From an optimization exercise on the open Yosys and OpenROAD flow, aimed at small area, a short achievable clock period and few clock cycles per item; shortcuts taken in it are not production practice.
Only simulation tests tie the RTL to the original design; equivalence was not proved.

`design/flow/design.v`:
```
module neuron_mac_unit #(
  parameter int N_INPUTS = 4,
  parameter int CNT_W    = $clog2(N_INPUTS + 1)
) (
  input  logic        clk,
  input  logic        rst_n,
  input  logic        start,
  input  logic [63:0] bias,
  input  logic [1:0]  act_sel,
  output logic        busy,
  input  logic        in_valid,
  output logic        in_ready,
  input  logic [63:0] in_x,
  input  logic [63:0] in_w,
  output logic        out_valid,
  input  logic        out_ready,
  output logic [63:0] out_y,
  output logic [63:0] out_sum,
  output logic        sat_flag
);
  localparam logic signed [63:0]  ONE   = 64'sh0000_0001_0000_0000;
  localparam logic signed [63:0]  NEG1  = -64'sh0000_0001_0000_0000;
  localparam logic signed [63:0]  HALF  = 64'sh0000_0000_8000_0000;
  localparam logic signed [63:0]  MAXV  = 64'sh7FFF_FFFF_FFFF_FFFF;
  localparam logic signed [63:0]  MINV  = 64'sh8000_0000_0000_0000;
  localparam logic [CNT_W-1:0]    LAST  = CNT_W'(N_INPUTS - 1);
  typedef enum logic [1:0] {IDLE = 2'd0, ACCUM = 2'd1, ACT = 2'd2, DONE = 2'd3} state_t;
  state_t             state;
  logic signed [63:0] acc;
  logic [1:0]         act_q;
  logic [CNT_W-1:0]   count;
  logic signed [127:0] x_ext;
  logic signed [127:0] w_ext;
  logic signed [127:0] prod_full;
  logic signed [63:0]  prod;
  logic signed [64:0]  sum65;
  function automatic logic signed [63:0] sat64(input logic signed [64:0] s);
    if (s[64] != s[63]) sat64 = s[64] ? MINV : MAXV;
    else                sat64 = s[63:0];
  endfunction
  function automatic logic sat_hit(input logic signed [64:0] s);
    sat_hit = (s[64] != s[63]);
  endfunction
  function automatic logic signed [63:0] activate(input logic signed [63:0] a,
                                                  input logic [1:0] sel);
    logic signed [63:0] sig;
    sig = (a >>> 2) + HALF;
    case (sel)
      2'd0:    activate = (a >= 64'sd0) ? ONE : 64'sd0;
      2'd1:    activate = (sig < 64'sd0) ? 64'sd0 : ((sig > ONE) ? ONE : sig);
      2'd2:    activate = (a < NEG1) ? NEG1 : ((a > ONE) ? ONE : a);
      default: activate = a[63] ? 64'sd0 : a;
    endcase
  endfunction
  always_comb begin
    x_ext     = {{64{in_x[63]}}, in_x};
    w_ext     = {{64{in_w[63]}}, in_w};
    prod_full = x_ext * w_ext;
    prod      = 64'(prod_full >>> 32);
    sum65     = {acc[63], acc} + {prod[63], prod};
  end
  assign busy      = (state != IDLE);
  assign in_ready  = (state == ACCUM);
  assign out_valid = (state == DONE);
  always_ff @(posedge clk or negedge rst_n) begin
    if (!rst_n) begin
      state    <= IDLE;
      acc      <= '0;
      act_q    <= '0;
      count    <= '0;
      out_y    <= '0;
      out_sum  <= '0;
      sat_flag <= 1'b0;
    end else begin
      case (state)
        IDLE: begin
          if (start) begin
            acc      <= bias;
            act_q    <= act_sel;
            count    <= '0;
            sat_flag <= 1'b0;
            state    <= ACCUM;
          end
        end
        ACCUM: begin
          if (in_valid) begin
            acc   <= sat64(sum65);
            count <= count + 1'b1;
            if (sat_hit(sum65)) sat_flag <= 1'b1;
            if (count == LAST) state <= ACT;
          end
        end
        ACT: begin
          out_sum <= acc;
          out_y   <= activate(acc, act_q);
          state   <= DONE;
        end
        DONE: begin
          if (out_ready) state <= IDLE;
        end
        default: state <= IDLE;
      endcase
    end
  end
endmodule
```
`design/flow/run.sh`:
```
#!/bin/bash
# synth_recipe.tcl (not shown) runs the flow's synth.tcl, then flattens the netlist and writes it again
# the make line also repeats each setting of config.mk as NAME=value (left out here)
make -C /OpenROAD-flow-scripts/flow DESIGN_CONFIG=/design/flow/config.mk WORK_HOME=/design/flow/orfs CLKGATE_MAP_FILE= SYNTH_SCRIPT=/design/flow/synth_recipe.tcl finish
```
`design/flow/config.mk`:
```
export PLATFORM = sky130hd
export DESIGN_NAME = neuron_mac_unit
export DESIGN_NICKNAME = neuron_mac_unit
export VERILOG_FILES = /design/flow/design.v
export SDC_FILE = /design/flow/constraint.sdc
export NUM_CORES = 4
export LEC_CHECK = 0
export CAP_MARGIN = 20
export CORE_MARGIN = 2
export CORE_UTILIZATION = 40
export SLEW_MARGIN = 20
```
`design/flow/constraint.sdc`:
```
create_clock -name core_clock -period 16.0 [get_ports {clk}]
set_input_delay 3.2000 -clock core_clock [delete_from_list [all_inputs] [get_ports {clk}]]
set_output_delay 3.2000 -clock core_clock [all_outputs]
set_load 0.01 [all_outputs]
```
==> out/metrics.csv <==
stage,metric,value,unit
run_status,status,finished clean,
logic_synthesis,synth_top_area_frac,0.558,
sta,max_slew_margin,0.226,
global_routing,antenna_found_initial,55,
logic_synthesis,synth.top_cells.by_count,"fa_1 (3,537), inv_1 (3,528), nand2_1 (2,155), and2_1 (1,632), clkbuf_1 (878)",
route,wire_per_inst,22.4,µm
setup_path,crit_fanout,25,
logic_synthesis,postSynth.asyncResetShare,1.00,
clock_tree,postCtsSetupBuffers,0,
logic_synthesis,synth_nets,18200,
clock_tree,root_buffer,clkbuf_16,
logic_synthesis,yosysUniqueCellTypes,81,
sta,min_period_over_period,0.969,
setup_path,slowest_delay,0.56,ns
final_layout,finalInstanceArea,0.135,mm²
setup_path,path_class,in -> reg,
route,drc,0,
global_routing,grt_first_pass_wirelength,621000,µm
sta,rsz0062_at_grt,false,
clock_tree,cts_sinks,200,
setup_path,crit_path_frequent_cell,fa_1,
global_routing,grt_start_max_net_pins,85,
die,fp.dieW,567,µm
logic_synthesis,synth_top_area_cell,fa_1,
setup_path,slowest_stage,a2111oi_0,
final_layout,drive_gt1_frac,0.0441,
placement,hpwl,341000,µm
route,vias,92800,
die,core-area,0.315,mm²
logic_synthesis,syn_area,0.127,mm²
route,final_antenna_net_count,0,
flow_run,maxCapViolCount,0,
die,io_pins,331,
logic_synthesis,ys_ff_latch,200,
global_routing,grt.total_usage,0.256,
final_layout,fill_cells,31300,
clock_tree,htreeDepth,4,
clock_tree,holdBufCountCts,0,
global_routing,grt_pass1_vias,101000,
sta,slew_violations,0,
clock_tree,tritoncts,done,
final_layout,multi_input_area,0.105,mm²
die,die_h,567,µm
sta,worst_pin_slew,1.15,ns
final_layout,area_growth,6.59,%
sta,setup_viol,0,
setup_path,worstPathRequired,16.36,ns
placement,placed_cell_area,0.134,mm²
route,firstDrtPassIters,5,
sta,min_period,15.50,ns
route,viasPerCell,5.16,
sta,fin_skew,0.0117,ns
logic_synthesis,synth_flop_cell,dfrtp_1,
die,die-area,0.322,mm²
logic_synthesis,yosysWarnings,1,
sta,fmax,64.5,MHz
logic_synthesis,syn_inst,14000,
clock_tree,clk_latency,0.45,ns
global_routing,grt-ovfl-total,0,
route,drt-total-wl,403000,µm
final_layout,nNetsFinal,18000,
setup_path,end_kind,flop,
clock_tree,clk_pin_slew,0.07,ns
die,num_rows,206,
logic_synthesis,synth_most_common_cell,fa_1,
placement,place_congestion,0.912,
final_layout,regArea,0.00500,mm²
sta,hold_viol,0,
logic_synthesis,synth-edff-count,0,
setup_path,worstPathArrival,15.87,ns
logic_synthesis,syn-mean-instance-area,9.08,µm²
clock_tree,cts_buffer_depth,2,
setup_path,worstSetupStartpointType,input pin,
logic_synthesis,synth_seq_area_share,0.0395,
die,start_util,0.402,
clock_tree,cts-buffers-inserted,17,
logic_synthesis,synth_area_leaders,"fa_1 (56%), inv_1 (10%), and2_1 (8.1%), nand2_1 (6.4%), ha_1 (4.7%)",
min_path,hold_class,reg -> reg,
placement,portBuffers,330,
route,initialDrtViolationCount,6089,
## layout by cell type, fill, tap and decap left out, drive strengths merged, types with 46 or more instances in the layout
cell type / instances
xor2: 60
buf: 473
dfrtp: 200
xnor2: 141
nand3: 46
nand4: 51
inv: 3533
diode: 49
nand2: 2155
a31oi: 80
nor2: 151
a21oi: 282
clkdlybuf4s50: 215
and2: 1633
a21o: 103
o21ai: 150
mux2: 70
ha: 479
fa: 3537
## critical path, delay by kind of cell
family	cells	cell delay, ns
AND/OR/NAND/NOR	4	1.07
buffers and inverters	10	1.84
AO/OA/AOI/OAI	17	4.09
adder cells (fa/ha/maj)	12	5.46
XOR/XNOR	1	0.16
## cell type report
type	instances	area share
diodes	49	0.000907
clock inverters	14	0.00103
multi-input cells	9337	0.778
inverters	3528	0.0980
well taps	4160	0.0385
flip-flops and latches	200	0.0370
clock buffers	18	0.00318
repair buffers	690	0.0430
## path summary, 6_finish.rpt
path | start | endpoint | slack, ns | depth (start not counted)
min in group asynchronous | rst_n | out_sum[56] | 2.69 | 1
setup reg to reg | acc[0] | acc[57] | 11.88 | 15
setup / recovery | in_w[10] | acc[47] | 0.50 | 44
hold reg to reg | out_sum[53] | out_sum[53] | 0.51 | 1
hold / removal | out_sum[53] | out_sum[53] | 0.51 | 1
max in group asynchronous | rst_n | out_sum[37] | 11.29 | 3
## stage by stage
stage / utilization / worst slack [ns] / hold WS, ns / instances / setup TNS, ns
5_1_grt: 0.429 / 0.0894 / 0.522 / 18000 / 0
3_3_place_gp: 0.427 / -0.149 / 0.489 / 17900 / -4.65
6_report: 0.429 / 0.499 / 0.510 / 18000 / 0
2_1_floorplan: - / 1.82 / 0.468 / 14000 / 0
4_1_cts: 0.428 / 0.409 / 0.513 / 17900 / 0
3_5_place_dp: 0.427 / -0.0246 / 0.494 / 17900 / -0.0521
## metal layers
layer  routed length, µm  share of wire  up-vias  global-route usage
met3               16200          0.040     1062              0.0177
li1                    -              -    39300                   -
met5                  25       0.000062        -                   0
met1              140000           0.35    49400               0.290
met2              211000           0.52     3065               0.458
met4               35600          0.088        4               0.186
## registers in the layout, indices dropped and copies added (netlist names)
signal	cells
acc	64
act_q	2
count	3
out_sum	64
out_y	64
sat_flag	1
state	2
## kinds of logic after synthesis
family / after synthesis / share of synthesized area
adders and majority gates: 4017 / 0.606
and+or+nand+nor: 4236 / 0.163
xor gates and xnor gates: 201 / 0.0139
muxes: 75 / 0.00661
buffers and inverters: 4433 / 0.131
AOI/OAI and AO/OA: 808 / 0.0395
DFF: 200 / 0.0395
## timing repair
item	in CTS	in global routing
endpoints found under the hold margin	0	0
resized for setup	0	3
endpoints found under the setup margin	0	65
Testbench counts, summed over its fixed seeds: cycles 11,200, items 1,600.

-- port drivers added, routing unchanged --
In the flow no input, the clock included, has a driving cell. The finished layout below was timed again as built, in two steps. Step 1, drivers: a clkbuf_16 drives clk and a buf_2 each remaining input, both assumed. Step 2 moves the port delays by t, midway between the first and last clock arrival at a register: inputs arrive t later, outputs are due t later. That takes back most of the time a late clock gives input paths. a / b / c = no drivers / after step 1 / after step 2; a / b = the first two.
t (ns): 0.499
setup slack, ns: 0.499 / 0.508 / 0.008
worst register clock-pin slew, ns: 0.08 / 0.08
After both steps setup and hold are still met in this run. For this run, drivers alone change the setup slack by +0.009 ns; drivers and shift together by -0.491 ns.
